This design comes from an exercise in tuning for small area and a short achievable clock period on the open sky130 flow, not from production work.
The RTL was checked by simulation tests, not by an equivalence proof against the original design.
Power and IR drop assume default switching activity.

## data_mem_responder
module data_mem_responder #(
    parameter int ADDR_W      = 9,
    parameter int DATA_W      = 8,
    parameter int DEPTH       = 256,
    parameter int WAIT_CYCLES = 2
) (
    input  logic              clk,
    input  logic              rst_n,
    input  logic              req_valid,
    output logic              req_ready,
    input  logic              req_write,
    input  logic [ADDR_W-1:0] req_addr,
    input  logic [DATA_W-1:0] req_wdata,
    output logic              rsp_valid,
    input  logic              rsp_ready,
    output logic [DATA_W-1:0] rsp_rdata,
    output logic              rsp_err,
    output logic              busy,
    output logic [7:0]        err_count
);
    localparam int NP = 8;                   
    logic [256*DATA_W-1:0] mem_q;
    logic              req_ready_q, busy_q, rsp_valid_q;
    logic              s1_q, s2_q;           
    logic              err_q;
    logic [7:0]        errcnt_q;
    logic [DATA_W-1:0] rdata_q;
    logic [ADDR_W-1:0] addr_q;
    logic              wr_q;
    logic [DATA_W-1:0] wd_q;
    logic [63:0]       rsel_q;
    logic [3:0]        rquad_q;
    logic [31:0]       wlon_q, wlo_q;
    logic [7:0]        whin_q, whi_q;
    logic [DATA_W-1:0] wd1_q, wd2_q;
    logic [NP*DATA_W-1:0] part_q;
    logic rvn_q;
    wire idle     = ~(s1_q | s2_q) & rvn_q;        
    wire accept   = req_valid & idle;
    wire handover = ~rvn_q & rsp_ready;
    wire rdy_nx   = (idle & ~req_valid) | handover;
    wire rv_nx    = s2_q | (~rvn_q & ~rsp_ready);
    always_ff @(posedge clk) begin
  ...
For scale: about 7,100 cells after synthesis, about 2,300 flip-flops, roughly 42 I/O pins.
Settings: LEC_CHECK=0, CAP_MARGIN=20, CORE_MARGIN=2, CORE_UTILIZATION=60, CTS_CLUSTER_DIAMETER=80, CTS_CLUSTER_SIZE=30, PLACE_DENSITY=0.72, SETUP_SLACK_MARGIN=2.3, SLEW_MARGIN=20; clock period 4.4 ns.
run.sh (not shown) runs the stock make flow with config.mk's settings and CLKGATE_MAP_FILE= SYNTH_SCRIPT=/design/flow/synth_recipe.tcl, a recipe that flattens the netlist after the stock synthesis.
==> next run, changes <==
CAP_MARGIN = 50   (was 20)
CORE_UTILIZATION = 68   (was 60)
CTS_CLUSTER_SIZE = 26   (was 30)
PLACE_DENSITY = 0.8   (was 0.72)
SLEW_MARGIN = 50   (was 20)
Result:
- wire length drops by 1.4%
- clock-buffer cell count rises by 14
- register-to-register slack is better by 0.07 ns
- fmax goes up by 3.0%
- sequential power hardly moves
- cell count shrinks by 2.4%
- die area is lower by 12%
- power came out lower by 1.2%
- sequential share of layout area is lower by 0.14 points
- cell area hardly moves

* * *

job 1275:
data_mem_responder, a different RTL version from the one above (not shown whole).
For scale: roughly 7400 cells after synthesis, ~42 I/O pins, ~0.079 mm2 of cells after synthesis.
export LEC_CHECK = 0
export CAP_MARGIN = 50
export CORE_MARGIN = 2
export CORE_UTILIZATION = 72
export CTS_CLUSTER_DIAMETER = 80
export CTS_CLUSTER_SIZE = 26
export PLACE_DENSITY = 0.84
export SETUP_SLACK_MARGIN = 2.3
export SLEW_MARGIN = 50
create_clock -name core_clock -period 4.4 [get_ports {clk}]
Job 1275 | stages: all done | timing, DRC, antenna: all pass
The inputs of job 3872 differ from those of job 1275 as listed below.
Settings: PLACE_DENSITY: 0.84 -> 0.8; SLEW_MARGIN: 50 -> 75; CORE_UTILIZATION: 72 -> 68.
Results
- Of job 1275 and job 3872, job 3872 shows the lower multi-input combinational area share, with job 1275 above it.
- Going from job 1275 to job 3872, the clock power share was found to have gone up by 0.3 points.
- Between job 3872 and job 1275, it is job 3872 whose die area is higher, by about 6%.
- Job 3872 against job 1275; first-pass GRT wire length is up by a few percent.
- Changes observed in job 3872 relative to job 1275: wire length rose by 1.6%; signed area change from the synthesized netlist to the final layout went up.
- Job 3872 vs. job 1275: number of global-route vias before repair moved up; cell area increased 7.0%; final critical-path share of the clock period now sits lower.
Edits applied to the flow inputs when going from job 3872 to job 9261:
Settings: a change of CTS_CLUSTER_SIZE from 26 to 28; a change of CTS_CLUSTER_DIAMETER from 80 to 90; a change of SLEW_MARGIN from 75 to 50; a change of PLACE_DENSITY from 0.8 to 0.76.
### Flow results
- Taking job 3872 as the reference, in job 9261 highest cell delay on the worst timing path went up by 0.50 ns; power dissipated in combinational cells went down by 18%.
- Job 9261 vs. job 3872: clock power lost about 5%, total chip power -2.4%.
- Compared with job 3872, job 9261 shows a higher aggregate global-route resource usage.
- Re sequential share of layout area: job 9261 and job 3872 aren't equal, and the higher value belongs to job 9261.
- Diff job 3872 -> job 9261 | setup slack | decrease of 0.097 ns
- Initial cell density of the core delta (job 3872 -> job 9261): insignificant
- As far as sequential cell count is concerned, job 3872 and job 9261 perform about the same.
- The run showing the smaller global-route wire length before repair is job 9261.
diff inputs: job 9261 => job 3682
Settings: a change of CTS_CLUSTER_DIAMETER from 90 to 80; a change of PLACE_DENSITY from 0.76 to 0.8; a change of SETUP_SLACK_MARGIN from 2.3 to 2.5; a change of CTS_CLUSTER_SIZE from 28 to 26.
Findings:
Taking job 9261 as the reference, in job 3682 met1 routing resource usage after global routing shows no meaningful change, die area shows no meaningful change, sequential share of layout area shows a reduction of 0.43 points, final core utilization shows an increase of 0.62 points. The clock skew in job 3682 was higher than what job 9261 gave. wlo_q[5]$_DFF_P_ as the origin of the worst setup path was reported by job 9261, and rdata_q[3]$_DFF_P_ by job 3682. Per the comparison of job 3682 with job 9261, relative contribution of the clock network to total power +1.1 points; switching component of the power +170 uW. Job 3682 vs. job 9261: count of clock-net buffers in the final layout now sits higher; worst-case hold slack now sits at about the same level.
Inputs modified between job 3682 and job 3654:
Settings: swapping 2.5 for 2.3 in SETUP_SLACK_MARGIN.
Results
- In the tables for job 3682 and job 3654, tightest hold margin reads higher with job 3682.
- Global-route usage over all layers: job 3654 < job 3682
- Compared to job 3682, job 3654 shows a narrower setup margin.
- Taking job 3682 as the reference, in job 3654 utilization shrank by 0.40 points; power share of the combinational group lost 0.2 points; number of detailed-route iterations in the first pass saw a decrease.
Edits applied to the flow inputs when going from job 3654 to job 5580:
Settings: SETUP_SLACK_MARGIN now 2.2, was 2.3.
[summary]
- Job 5580 closes out successfully: all stages finished, all timing, DRC and antenna checks passed.
- Sequential cell area share up 0.20 points in job 5580 wrt job 3654
- From job 3654 to job 5580 the numbers moved as follows: tightest slew margin relative to the limit lower, net count of the finished layout roughly the same, combinational share of power roughly the same, number of iterations in the first detailed-routing pass higher, power consumption roughly the same.
- Summary of job 5580 over job 3654: largest net degree at the start of global routing comparable, maximum operating frequency now smaller.
- Summary: setup slack, job 5580 worse than job 3654

==> re-timing with driven ports <==
The results above use ideal ports. As a check the final layouts listed here were re-extracted and re-timed, cells and wires unchanged.
Step 1 (the two cells are an assumption about what drives the block):
set clk [get_ports {clk}]
set_driving_cell -lib_cell sky130_fd_sc_hd__clkbuf_16 $clk
set_driving_cell -lib_cell sky130_fd_sc_hd__buf_2 [delete_from_list [all_inputs] $clk]
Step 2, shift: input delay + t, output delay - t, t = (earliest + latest rising clock arrival at the registers) / 2. This alone moves slack from input paths to output paths.
Slacks: ideal ports / drivers / drivers and shift; pairs: ideal ports / drivers.
run | t, ns | setup WS [ns] | latest minus earliest clock arrival (ns) | slew at the worst register clock pin (ns)
the first run of note 1 | 0.867 | 2.006 / 2.006 / 1.639 | 0.044 / 0.043 | 0.12 / 0.12
the second run of note 1 | 0.853 | 2.076 / 2.076 / 1.679 | 0.028 / 0.029 | 0.11 / 0.11
job 1275 | 0.815 | 2.170 / 2.170 / 1.866 | 0.040 / 0.040 | 0.11 / 0.11
job 3872 | 0.812 | 2.276 / 2.220 / 1.991 | 0.034 / 0.034 | 0.11 / 0.11
job 9261 | 0.813 | 2.179 / 2.179 / 1.888 | 0.027 / 0.028 | 0.11 / 0.11
job 3682 | 0.839 | 2.275 / 2.190 / 2.013 | 0.037 / 0.037 | 0.11 / 0.11
job 3654 | 0.829 | 2.256 / 2.206 / 2.033 | 0.037 / 0.037 | 0.11 / 0.11
job 5580 | 0.833 | 2.150 / 2.135 / 2.007 | 0.035 / 0.036 | 0.11 / 0.11
After both steps every run listed still meets setup and hold. For the second run of note 1, which loses most, drivers alone change the setup slack by 0.000 ns; drivers and shift together by -0.397 ns.
